Source: an optimization exercise on an open RTL-to-GDS flow (aim: small area). Production flows keep margins and buffers that such runs may drop. Function was checked by simulation only, so behaviour that the tests miss may differ from the original. Power figures rest on the tool's default switching activity, not on a simulated workload.

[flow/run.sh]
#!/bin/bash
# synth_recipe.tcl (not shown) runs the flow's synth.tcl, then flattens the netlist and writes it again
# the make line also repeats each setting of config.mk as NAME=value (left out here)
make -C /OpenROAD-flow-scripts/flow DESIGN_CONFIG=/design/flow/config.mk WORK_HOME=/design/flow/orfs CLKGATE_MAP_FILE= SYNTH_SCRIPT=/design/flow/synth_recipe.tcl finish
[flow/config.mk]
export PLATFORM = sky130hd
export DESIGN_NAME = CoreTop
export DESIGN_NICKNAME = CoreTop
export VERILOG_FILES = /design/flow/design.v
export SDC_FILE = /design/flow/constraint.sdc
export NUM_CORES = 4
export LEC_CHECK = 0
export CAP_MARGIN = 20
export CORE_MARGIN = 2
export CORE_UTILIZATION = 30
export PLACE_DENSITY = 0.45
export SLEW_MARGIN = 20
[flow/constraint.sdc]
create_clock -name core_clock -period 6.5 [get_ports {clk}]
set_input_delay 1.3000 -clock core_clock [delete_from_list [all_inputs] [get_ports {clk}]]
set_output_delay 1.3000 -clock core_clock [all_outputs]
set_load 0.01 [all_outputs]
[flow/design.v]
`timescale 1ns/10ps
package CorePkg;
	typedef logic [31:0] word_t;
	typedef logic [4:0] regIdx_t;
	typedef logic [5:0] opcode_t;
	typedef logic [3:0] aluOp_t;
	typedef logic [5:0] memAddr_t;
	localparam opcode_t OP_RTYPE = 6'h03;
	localparam opcode_t OP_JUMP = 6'h02;
	localparam opcode_t OP_JAL = 6'h07;
	localparam opcode_t OP_BNE = 6'h04;
	localparam opcode_t OP_BEQ = 6'h05;
	localparam opcode_t OP_ADDI = 6'h09;
	localparam opcode_t OP_ANDI = 6'h0c;
	localparam opcode_t OP_ORI = 6'h0e;
	localparam opcode_t OP_LUI = 6'h0f;
	localparam opcode_t OP_LW = 6'h12;
	localparam opcode_t OP_LBU = 6'h22;
	localparam opcode_t OP_SB = 6'h28;
	localparam opcode_t OP_SW = 6'h2b;
	localparam aluOp_t ALU_NONE = 4'h0;
	localparam aluOp_t ALU_FUNCT = 4'h2;
	localparam aluOp_t ALU_OR = 4'h3;
	localparam aluOp_t ALU_ADD = 4'h4;
	localparam aluOp_t ALU_AND = 4'h5;
	localparam aluOp_t ALU_SUB = 4'h7;
	localparam aluOp_t ALU_LUI = 4'hb;
	localparam logic [5:0] FN_SLL = 6'h00;
	localparam logic [5:0] FN_ADD = 6'h20;
	localparam logic [5:0] FN_SUB = 6'h22;
	localparam logic [5:0] FN_AND = 6'h24;
	localparam logic [5:0] FN_OR = 6'h25;
	localparam logic [5:0] FN_SLT = 6'h2a;
	localparam regIdx_t LINK_REG = 5'd31;
	localparam int MEM_WORDS = 64;
	typedef struct packed {
		logic regDst;
		logic regWrite;
		logic memToReg;
		logic jump;
		logic jumpLink;
		logic memRead;
		logic memWrite;
		logic branchEq;
		logic branchNe;
		logic aluSrc;
		logic isSigned;
		logic byteOp;
		aluOp_t aluOp;
	} ctrl_t;
	typedef enum logic {RS_CLEAR, RS_RUN} resetState_e;
endpackage
`timescale 1ns/10ps
module RegisterFile
(
	input logic clk,
	input logic reset,
	input CorePkg::regIdx_t rdAddrA,
	input CorePkg::regIdx_t rdAddrB,
	input logic wrEnable,
	input CorePkg::regIdx_t wrAddr,
	input CorePkg::word_t wrData,
	output CorePkg::word_t rdDataA,
	output CorePkg::word_t rdDataB,
	output logic ready
);
	CorePkg::word_t regs [32];
	CorePkg::resetState_e state;
	CorePkg::regIdx_t clearIdx;
	always_ff @(posedge clk)
	begin
		if (reset)
		begin
			state <= CorePkg::RS_CLEAR;
			clearIdx <= '0;
		end
		else if (state == CorePkg::RS_CLEAR)
		begin
			clearIdx <= clearIdx + 5'd1;
			if (clearIdx == 5'd31)
				state <= CorePkg::RS_RUN;
		end
	end
	always_ff @(posedge clk)
	begin
		if (state == CorePkg::RS_CLEAR)
			regs[clearIdx] <= '0;
		else if (wrEnable && wrAddr != '0)
			regs[wrAddr] <= wrData;
	end
	assign ready = (state == CorePkg::RS_RUN);
	assign rdDataA = (rdAddrA == '0) ? '0 : regs[rdAddrA];
	assign rdDataB = (rdAddrB == '0) ? '0 : regs[rdAddrB];
endmodule
`timescale 1ns/10ps
module InstrDecode
(
	input logic clk,
	input logic reset,
	input logic instrValid,
	input CorePkg::word_t instr,
	input CorePkg::word_t pc,
	input logic ready,
	input logic fwd_exFwdValid,
	input CorePkg::regIdx_t fwd_exFwdDest,
	input CorePkg::word_t fwd_exFwdData,
	input logic fwd_resFwdValid,
	input CorePkg::regIdx_t fwd_resFwdDest,
	input CorePkg::word_t fwd_resFwdData,
	output logic dop_valid,
	output CorePkg::ctrl_t dop_ctrl,
	output CorePkg::word_t dop_pc,
	output CorePkg::word_t dop_opA,
	output CorePkg::word_t dop_opB,
	output CorePkg::word_t dop_storeData,
	output CorePkg::word_t dop_imm,
	output logic [4:0] dop_shamt,
	output logic [5:0] dop_funct,
	output CorePkg::regIdx_t dop_dest,
	output CorePkg::regIdx_t rdAddrA,
	output CorePkg::regIdx_t rdAddrB,
	input CorePkg::word_t rdDataA,
	input CorePkg::word_t rdDataB
);
	logic strobe;
	CorePkg::opcode_t opcode;
	CorePkg::regIdx_t rs;
	CorePkg::regIdx_t rt;
	CorePkg::regIdx_t rd;
	CorePkg::ctrl_t ctrl;
	CorePkg::word_t immExt;
	CorePkg::word_t rsVal;
	CorePkg::word_t rtVal;
	CorePkg::regIdx_t dest;
	assign strobe = instrValid && ready;
	assign opcode = instr[31:26];
	assign rs = instr[25:21];
	assign rt = instr[20:16];
	assign rd = instr[15:11];
	assign rdAddrA = rs;
	assign rdAddrB = rt;
	always_comb
	begin
		ctrl = '0;
		if (strobe)
		begin
			case (opcode)
				CorePkg::OP_LW: ctrl = {12'b0110_0100_0110, CorePkg::ALU_ADD};
				CorePkg::OP_LUI: ctrl = {12'b0100_0000_0110, CorePkg::ALU_LUI};
				CorePkg::OP_LBU: ctrl = {12'b0110_0100_0111, CorePkg::ALU_ADD};
				CorePkg::OP_SB: ctrl = {12'b0000_0010_0111, CorePkg::ALU_ADD};
				CorePkg::OP_SW: ctrl = {12'b0000_0010_0110, CorePkg::ALU_ADD};
				CorePkg::OP_RTYPE: ctrl = {12'b1100_0000_0000, CorePkg::ALU_FUNCT};
				CorePkg::OP_ADDI: ctrl = {12'b0100_0000_0100, CorePkg::ALU_ADD};
				CorePkg::OP_ANDI: ctrl = {12'b0100_0000_0100, CorePkg::ALU_AND};
				CorePkg::OP_BEQ: ctrl = {12'b0000_0001_0010, CorePkg::ALU_SUB};
				CorePkg::OP_BNE: ctrl = {12'b0000_0000_1010, CorePkg::ALU_SUB};
				CorePkg::OP_JAL: ctrl = {12'b0100_1000_0000, CorePkg::ALU_ADD};
				CorePkg::OP_JUMP: ctrl = {12'b0001_0000_0000, CorePkg::ALU_NONE};
				CorePkg::OP_ORI: ctrl = {12'b0100_0000_0100, CorePkg::ALU_OR};
				default: ctrl = '0;
			endcase
		end
	end
	always_comb
	begin
		if (ctrl.jump || ctrl.jumpLink)
			immExt = {6'b0, instr[25:0]};
		else if (ctrl.isSigned)
			immExt = {{16{instr[15]}}, instr[15:0]};
		else
			immExt = {16'b0, instr[15:0]};
	end
	always_comb
	begin
		if (rs == '0)
			rsVal = '0;
		else if (fwd_exFwdValid && fwd_exFwdDest == rs)
			rsVal = fwd_exFwdData;
		else if (fwd_resFwdValid && fwd_resFwdDest == rs)
			rsVal = fwd_resFwdData;
		else
			rsVal = rdDataA;
	end
	always_comb
	begin
		if (rt == '0)
			rtVal = '0;
		else if (fwd_exFwdValid && fwd_exFwdDest == rt)
			rtVal = fwd_exFwdData;
		else if (fwd_resFwdValid && fwd_resFwdDest == rt)
			rtVal = fwd_resFwdData;
		else
			rtVal = rdDataB;
	end
	always_comb
	begin
		if (ctrl.regDst)
			dest = rd;
		else if (ctrl.jumpLink)
			dest = CorePkg::LINK_REG;
		else
			dest = rt;
	end
	always_ff @(posedge clk)
	begin
		if (reset)
		begin
			dop_valid <= 1'b0;
			dop_ctrl <= '0;
		end
		else
		begin
			dop_valid <= strobe;
			dop_ctrl <= ctrl;
		end
	end
	always_ff @(posedge clk)
	begin
		dop_pc <= pc;
		dop_opA <= rsVal;
		dop_opB <= ctrl.aluSrc ? immExt : rtVal;
		dop_storeData <= rtVal;
		dop_imm <= immExt;
		dop_shamt <= instr[10:6];
		dop_funct <= instr[5:0];
		dop_dest <= dest;
	end
endmodule
`timescale 1ns/10ps
module AluExecute
(
	input logic clk,
	input logic reset,
	input logic dop_valid,
	input CorePkg::ctrl_t dop_ctrl,
	input CorePkg::word_t dop_pc,
	input CorePkg::word_t dop_opA,
	input CorePkg::word_t dop_opB,
	input CorePkg::word_t dop_storeData,
	input CorePkg::word_t dop_imm,
	input logic [4:0] dop_shamt,
	input logic [5:0] dop_funct,
	input CorePkg::regIdx_t dop_dest,
	output logic fwd_exFwdValid,
	output CorePkg::regIdx_t fwd_exFwdDest,
	output CorePkg::word_t fwd_exFwdData,
	output logic exValid,
	output CorePkg::ctrl_t exCtrl,
	output CorePkg::regIdx_t exDest,
	output CorePkg::word_t exAlu,
	output CorePkg::word_t exStore,
	output CorePkg::word_t exPc,
	output logic exTaken,
	output CorePkg::word_t exTarget
);
	CorePkg::word_t aluOut;
	CorePkg::word_t pcNext;
	logic zero;
	logic taken;
	CorePkg::word_t target;
	always_comb
	begin
		case (dop_ctrl.aluOp)
			CorePkg::ALU_ADD: aluOut = dop_opA + dop_opB;
			CorePkg::ALU_AND: aluOut = dop_opA & dop_opB;
			CorePkg::ALU_OR: aluOut = dop_opA | dop_opB;
			CorePkg::ALU_SUB: aluOut = dop_opA - dop_opB;
			CorePkg::ALU_LUI: aluOut = dop_opB << 16;
			CorePkg::ALU_FUNCT:
			begin
				case (dop_funct)
					CorePkg::FN_ADD: aluOut = dop_opA + dop_opB;
					CorePkg::FN_SUB: aluOut = dop_opA - dop_opB;
					CorePkg::FN_AND: aluOut = dop_opA & dop_opB;
					CorePkg::FN_OR: aluOut = dop_opA | dop_opB;
					CorePkg::FN_SLT: aluOut = {31'b0, $signed(dop_opA) < $signed(dop_opB)};
					CorePkg::FN_SLL: aluOut = dop_opB << dop_shamt;
					default: aluOut = '0;
				endcase
			end
			default: aluOut = '0;
		endcase
	end
	assign zero = (aluOut == '0);
	assign pcNext = dop_pc + 32'd1;
	always_comb
	begin
		taken = (dop_ctrl.branchEq && zero) || (dop_ctrl.branchNe && !zero);
		taken = taken || dop_ctrl.jump || dop_ctrl.jumpLink;
		if (dop_ctrl.jump || dop_ctrl.jumpLink)
			target = dop_imm;
		else
			target = pcNext + dop_imm;
	end
	assign fwd_exFwdValid = dop_valid && dop_ctrl.regWrite && !dop_ctrl.memRead;
	assign fwd_exFwdDest = dop_dest;
	assign fwd_exFwdData = dop_ctrl.jumpLink ? pcNext : aluOut;
	always_ff @(posedge clk)
	begin
		if (reset)
		begin
			exValid <= 1'b0;
			exCtrl <= '0;
			exTaken <= 1'b0;
		end
		else
		begin
			exValid <= dop_valid;
			exCtrl <= dop_ctrl;
			exTaken <= taken;
		end
	end
	always_ff @(posedge clk)
	begin
		exDest <= dop_dest;
		exAlu <= aluOut;
		exStore <= dop_storeData;
		exPc <= dop_pc;
		exTarget <= target;
	end
endmodule
`timescale 1ns/10ps
module ResultStage
(
	input logic clk,
	input logic reset,
	input logic exValid,
	input CorePkg::ctrl_t exCtrl,
	input CorePkg::regIdx_t exDest,
	input CorePkg::word_t exAlu,
	input CorePkg::word_t exStore,
	input CorePkg::word_t exPc,
	input logic exTaken,
	input CorePkg::word_t exTarget,
	output logic fwd_resFwdValid,
	output CorePkg::regIdx_t fwd_resFwdDest,
	output CorePkg::word_t fwd_resFwdData,
	output logic resultValid,
	output logic wbEnable,
	output CorePkg::regIdx_t wbReg,
	output CorePkg::word_t wbData,
	output logic redirectValid,
	output CorePkg::word_t redirectTarget,
	output logic wrEnable,
	output CorePkg::regIdx_t wrAddr,
	output CorePkg::word_t wrData
);
	CorePkg::word_t dataMem [CorePkg::MEM_WORDS];
	CorePkg::memAddr_t memIdx;
	logic [1:0] lane;
	CorePkg::word_t memWord;
	CorePkg::word_t loadData;
	CorePkg::word_t wbValue;
	assign memIdx = exAlu[7:2];
	assign lane = exAlu[1:0];
	assign memWord = dataMem[memIdx];
	always_ff @(posedge clk)
	begin
		if (reset)
		begin
			for (int i = 0; i < CorePkg::MEM_WORDS; i++)
				dataMem[i] <= '0;
		end
		else if (exValid && exCtrl.memWrite)
		begin
			if (exCtrl.byteOp)
				dataMem[memIdx][{lane, 3'b000} +: 8] <= exStore[7:0];
			else
				dataMem[memIdx] <= exStore;
		end
	end
	always_comb
	begin
		if (exCtrl.byteOp)
			loadData = {24'b0, memWord[{lane, 3'b000} +: 8]};
		else
			loadData = memWord;
		if (exCtrl.memToReg)
			wbValue = loadData;
		else if (exCtrl.jumpLink)
			wbValue = exPc + 32'd1;
		else
			wbValue = exAlu;
	end
	assign wrEnable = exValid && exCtrl.regWrite;
	assign wrAddr = exDest;
	assign wrData = wbValue;
	assign fwd_resFwdValid = wrEnable;
	assign fwd_resFwdDest = exDest;
	assign fwd_resFwdData = wbValue;
	always_ff @(posedge clk)
	begin
		if (reset)
		begin
			resultValid <= 1'b0;
			wbEnable <= 1'b0;
			redirectValid <= 1'b0;
		end
		else
		begin
			resultValid <= exValid;
			wbEnable <= wrEnable;
			redirectValid <= exValid && exTaken;
		end
	end
	always_ff @(posedge clk)
	begin
		wbReg <= exDest;
		wbData <= wbValue;
		redirectTarget <= exTarget;
	end
endmodule
`timescale 1ns/10ps
module CoreTop
(
	input logic clk,
	input logic reset,
	input logic instrValid,
	input CorePkg::word_t instr,
	input CorePkg::word_t pc,
	output logic ready,
	output logic resultValid,
	output logic wbEnable,
	output CorePkg::regIdx_t wbReg,
	output CorePkg::word_t wbData,
	output logic redirectValid,
	output CorePkg::word_t redirectTarget
);
	CorePkg::regIdx_t rdAddrA;
	CorePkg::regIdx_t rdAddrB;
	CorePkg::word_t rdDataA;
	CorePkg::word_t rdDataB;
	logic wrEnable;
	CorePkg::regIdx_t wrAddr;
	CorePkg::word_t wrData;
	logic exValid;
	CorePkg::ctrl_t exCtrl;
	CorePkg::regIdx_t exDest;
	CorePkg::word_t exAlu;
	CorePkg::word_t exStore;
	CorePkg::word_t exPc;
	logic exTaken;
	CorePkg::word_t exTarget;
	logic dop_valid;
	CorePkg::ctrl_t dop_ctrl;
	CorePkg::word_t dop_pc;
	CorePkg::word_t dop_opA;
	CorePkg::word_t dop_opB;
	CorePkg::word_t dop_storeData;
	CorePkg::word_t dop_imm;
	logic [4:0] dop_shamt;
	logic [5:0] dop_funct;
	CorePkg::regIdx_t dop_dest;
	logic fwd_exFwdValid;
	CorePkg::regIdx_t fwd_exFwdDest;
	CorePkg::word_t fwd_exFwdData;
	logic fwd_resFwdValid;
	CorePkg::regIdx_t fwd_resFwdDest;
	CorePkg::word_t fwd_resFwdData;
	InstrDecode i_decode (
		.clk(clk),
		.reset(reset),
		.instrValid(instrValid),
		.instr(instr),
		.pc(pc),
		.ready(ready),
		.fwd_exFwdValid(fwd_exFwdValid),
		.fwd_exFwdDest(fwd_exFwdDest),
		.fwd_exFwdData(fwd_exFwdData),
		.fwd_resFwdValid(fwd_resFwdValid),
		.fwd_resFwdDest(fwd_resFwdDest),
		.fwd_resFwdData(fwd_resFwdData),
		.dop_valid(dop_valid),
		.dop_ctrl(dop_ctrl),
		.dop_pc(dop_pc),
		.dop_opA(dop_opA),
		.dop_opB(dop_opB),
		.dop_storeData(dop_storeData),
		.dop_imm(dop_imm),
		.dop_shamt(dop_shamt),
		.dop_funct(dop_funct),
		.dop_dest(dop_dest),
		.rdAddrA(rdAddrA),
		.rdAddrB(rdAddrB),
		.rdDataA(rdDataA),
		.rdDataB(rdDataB)
	);
	RegisterFile i_regFile (
		.clk(clk),
		.reset(reset),
		.rdAddrA(rdAddrA),
		.rdAddrB(rdAddrB),
		.wrEnable(wrEnable),
		.wrAddr(wrAddr),
		.wrData(wrData),
		.rdDataA(rdDataA),
		.rdDataB(rdDataB),
		.ready(ready)
	);
	AluExecute i_execute (
		.clk(clk),
		.reset(reset),
		.dop_valid(dop_valid),
		.dop_ctrl(dop_ctrl),
		.dop_pc(dop_pc),
		.dop_opA(dop_opA),
		.dop_opB(dop_opB),
		.dop_storeData(dop_storeData),
		.dop_imm(dop_imm),
		.dop_shamt(dop_shamt),
		.dop_funct(dop_funct),
		.dop_dest(dop_dest),
		.fwd_exFwdValid(fwd_exFwdValid),
		.fwd_exFwdDest(fwd_exFwdDest),
		.fwd_exFwdData(fwd_exFwdData),
		.exValid(exValid),
		.exCtrl(exCtrl),
		.exDest(exDest),
		.exAlu(exAlu),
		.exStore(exStore),
		.exPc(exPc),
		.exTaken(exTaken),
		.exTarget(exTarget)
	);
	ResultStage i_result (
		.clk(clk),
		.reset(reset),
		.exValid(exValid),
		.exCtrl(exCtrl),
		.exDest(exDest),
		.exAlu(exAlu),
		.exStore(exStore),
		.exPc(exPc),
		.exTaken(exTaken),
		.exTarget(exTarget),
		.fwd_resFwdValid(fwd_resFwdValid),
		.fwd_resFwdDest(fwd_resFwdDest),
		.fwd_resFwdData(fwd_resFwdData),
		.resultValid(resultValid),
		.wbEnable(wbEnable),
		.wbReg(wbReg),
		.wbData(wbData),
		.redirectValid(redirectValid),
		.redirectTarget(redirectTarget),
		.wrEnable(wrEnable),
		.wrAddr(wrAddr),
		.wrData(wrData)
	);
endmodule
==> summary.txt <==
Placement
  • GPL Wtd Cong: 0.961
  • IO Port Bufs: 139
  • HPWL after detailed placement: 469000 microns
  • Worst slack, placed: approximately 0.66 ns

Detailed routing
  • DRC: 0
  • Antenna viol nets, final: 0
  • Routed len/inst: 35.6 microns
  • Final wirelength: slightly below 700000 microns
  • DRT iter0 DRCs: 14800
  • Drt via density: 5.79
  • Pre-Repair DR Iteration Count: 6
  • Via count: 112000

Clocking
  • Setup repair bufs after CTS: 0
  • CTS Buf Count: between 300 and 400
  • Clk buf depth: 4
  • Clock sink count: between 3000 and 4000
  • H-tree depth: 5
  • Hold_buf cts: 0
  • Root Buffer: clkbuf_16
  • Post-CTS sizing: 0
  • Worst-path clk slew: about 0.070 ns
  • Clock Latency Late Sink: 1.03 ns
  • CTS tree: yes

Floorplanning
  • Total die area: 0.534 sq mm
  • Die width: between 700 and 800 microns
  • Row count: ~270
  • Placeable Area: 0.526 sq mm
  • Io pins: 140
  • Die H: 731 microns
  • Starting Density: 30.2%

Power
  • Peak VDD IR: 217 uV
  • Gate power share: 12.9%
  • Register share of total power: roughly 47%
  • Clock power frac: between 40% and 50%
  • Pwr/cell area: 295 mW/mm^2
  • LEAKAGE: 58.5 nW
  • Psw: approximately 15 mW
  • Internal: 39.3 mW
  • Switching share of power: 27.6%

Timing
  • Rel. slew slack: 15.3%
  • Setup Skew: 0.0802 ns
  • Setup_tns: 0 ns
  • Crit path time final: 6.05 ns
  • Final Max Slew Viols: 0
  • FMAX: roughly 170 MHz
  • Worst Max-Slew Pin Slew: between 1 and 1.5 ns
  • Final setup violation count: 0
  • Final Cycle Share: 93.1%
  • Number of hold violations in the final report: 0
  • Worst-case hold slack: 0.310 ns
  • RSZ-0062 raised after global routing: false
  • Final WS setup: around 0.45 ns

Final layout
  • Fraction of layout cells with a size suffix above 1: between 10% and 20%
  • Layout net count: 12200
  • Post-layout util: 34.9%
  • Area of the multi-input gates: between 0.05 and 0.06 sq mm
  • Fillers: 51000
  • Register Area: roughly 0.1 sq mm
  • P&R area growth vs syn: 15.8%

Logic synthesis
  • Avg Cell Area, Syn: 13.4 sq um
  • Post-synth net total: 12000
  • Share of the yosys chip area belonging to registers: 63.1%
  • Post-synth top area share: 58.2%
  • Synth warn: 4
  • Yosys top cell by area: edfxtp_1
  • Number of flops mapped to enable cells by yosys: 3072
  • Synth cell types: 104
  • Post-Synthesis Cells: 11800
  • Mapped Area: 0.158 sq mm
  • Main flop type after synthesis: edfxtp_1
  • Most common cell in the netlist: edfxtp_1
  • Async SR Flop Fraction: 0%
  • Synthesized flop and latch total: 3463
  • Largest cells by area after synthesis: edfxtp_1 (58%), mux4_2 (11%), nor2_1 (6.0%), dfxtp_1 (4.9%), nand2_1 (1.6%)
  • Most instantiated cells after synthesis: edfxtp_1 (3072), nor2_1 (2543), mux4_2 (748)

Global route
  • Gr usage total: 25.1%
  • Vias in the first global route: 111000
  • Largest net degree at the start of global routing: 139
  • First-pass GRT wire length: 938000 microns
  • Initial antenna violation count: between 40 and 50
  • GRT Residual Overflow: 0

Outcome
  • Outcome: no timing/DRC/antenna violations

Worst setup path
  • Critical path class: reg -> reg
  • Critical Path RT: 7.34 ns
  • Reg2reg end: i_decode.dop_opB[9]
  • Reg2reg path depth: 11
  • R2R Path Start: i_execute.exAlu[5]
  • Setup crit end kind: register
  • Reg2reg setup slack: 0.45 ns
  • Startpoint types: register
  • Peak fanout along the critical path: 10
  • CP Data Arrival Time: 6.90 ns

Flow run
  • Max-cap violation count: 0

Worst hold path
  • Hold path depth: 0
  • Worst hold endpoint: i_result.redirectTarget[21]
  • Hold Startpoint: i_execute.exTarget[21]
  • HP Class: reg -> reg
## sequential cells by signal, summed over array words and instances (netlist names), 12 cells and up
signal                   count
i_decode.dop_opB            32
i_decode.dop_imm            27
i_execute.exAlu             32
i_execute.exPc              32
i_result.dataMem          2048
i_result.redirectTarget     32
i_decode.dop_storeData      32
i_execute.exTarget          32
i_result.wbData             32
i_regFile.regs            1024
i_execute.exStore           32
i_decode.dop_ctrl           12
i_decode.dop_pc             32
i_decode.dop_opA            32
## worst max-delay path by stage
stage,from,to,slack [ns],cells past startpoint
detailed placement,i_execute.exAlu[3],i_decode.dop_opB[4],0.66,14
global route,i_execute.exAlu[6],i_decode.dop_opB[9],0.55,11
floorplan,instr[16],i_decode.dop_opB[18],1.86,10
global placement,i_execute.exAlu[6],i_decode.dop_opB[9],0.62,11
finish,i_execute.exAlu[5],i_decode.dop_opB[9],0.45,11
CTS,i_execute.exAlu[3],i_decode.dop_opB[4],0.62,14
## final cells by class
cell class                      count  area share, %
Antenna cell                       36         0.0491
Clock buffer                      497           5.66
Clock inverter                    203           1.08
Inverter                          167          0.344
Multi-Input combinational cell   7323           30.2
Sequential cell                  3463           54.5
Tap cell                         6968           4.75
Timing Repair Buffer              665           3.38
## through the flow
step	cell area, sq um	power (mW)	instances
global route	184000	55.4	19300
global placement	171000	32.5	18600
detailed placement	171000	32.5	18600
finish	184000	54.2	19300
floorplan	158000	28.8	11800
CTS	183000	54.3	19300
## cells by family (layout without fill, tap and decap cells)
group                    count (synthesis)  in the layout  synth area share, %
AND/OR/NAND/NOR                       4022           4022                 10.8
flip-flops                            3463           3463                 63.1
AO/OA/AOI/OAI                         1933           1933                 8.68
multiplexers                          1108           1108                 13.0
buffers and inverters                 1018           1532                 2.58
adder cells (fa/ha/maj)                144            144                 1.15
XOR/XNOR                               116            116                0.641
other                                    0             36                    0
## cell usage in the layout, fill, tap and decap left out, types with 36 or more instances in the layout
master           count
mux4_2             748
nor2_4              53
o21ai_0            219
nor2b_1             66
xnor2_1             57
buf_4              461
ha_1               141
clkbuf_16          393
clkbuf_1            87
a221o_1             47
mux2_2             147
buf_12              63
nor3_1              61
a21o_1              45
nand2_1            667
mux2i_1            208
a22oi_1            331
clkdlybuf4s50_1    128
clkinv_1            71
a221oi_1           220
nand4_1             52
dfxtp_1            380
o22ai_1             76
nand3_1             81
nor2_1            2436
a22o_1              89
diode_2             36
a21oi_1            326
a211oi_1           104
edfxtp_1          3072
a31oi_1             82
inv_1              160
clkinv_2            60
and3_1              53
o211ai_1            47
nor2_2              55
xor2_1              59
nand2b_1           282
## power groups by stage
stage	registers (mW)	clock network [mW]	logic [mW]
2_1_floorplan	25.4	0	3.32
3_3_place_gp	25.7	0	6.82
3_5_place_dp	25.7	0	6.81
4_1_cts	25.2	22.3	6.83
5_1_grt	25.3	23.1	7.08
6_report	25.2	22.0	6.98
## metal layers
layer / vias to the layer above / global-route usage [%] / part of all wire (%)
li1: 45400 / - / -
met1: 59100 / 32.9 / 40
met2: 6014 / 40.4 / 47
met3: 1233 / 4.34 / 8.3
met4: 32 / 11.9 / 5.7
met5: - / 0 / 0.032
## worst max-delay path, stage by stage, from the launching register on
cell and delay, ns:
dfxtp_2 0.51, clkinv_1 0.68, buf_4 0.47, nor2_2 0.79
buf_4 0.37, o21ai_0 0.29, and4_1 0.51, o22ai_1 0.76
nor2_1 0.09, a211oi_1 0.28, a21oi_1 0.24, o31ai_1 0.85

afterwards: timing with drivers on the ports:
In the flow no input, the clock included, has a driving cell. The finished layout below was timed again as built, in two steps. Step 1, drivers: a clkbuf_16 drives clk and a buf_2 each remaining input, both assumed. Step 2 moves the port delays by t, midway between the first and last clock arrival at a register: inputs arrive t later, outputs are due t later. That takes back most of the time a late clock gives input paths. Three values: ideal, step 1, step 2; two values: the first two.
shift t [ns]: 1.108
slack for setup (ns): 0.446 / 0.446 / 0.446
hold slack, ns: 0.310 / 0.310 / 0.310
worst data-port slew with drivers (ns): 0.06
After both steps setup and hold are still met in this run. The setup slack of this run moves by 0.000 ns with the drivers and by 0.000 ns with both steps.
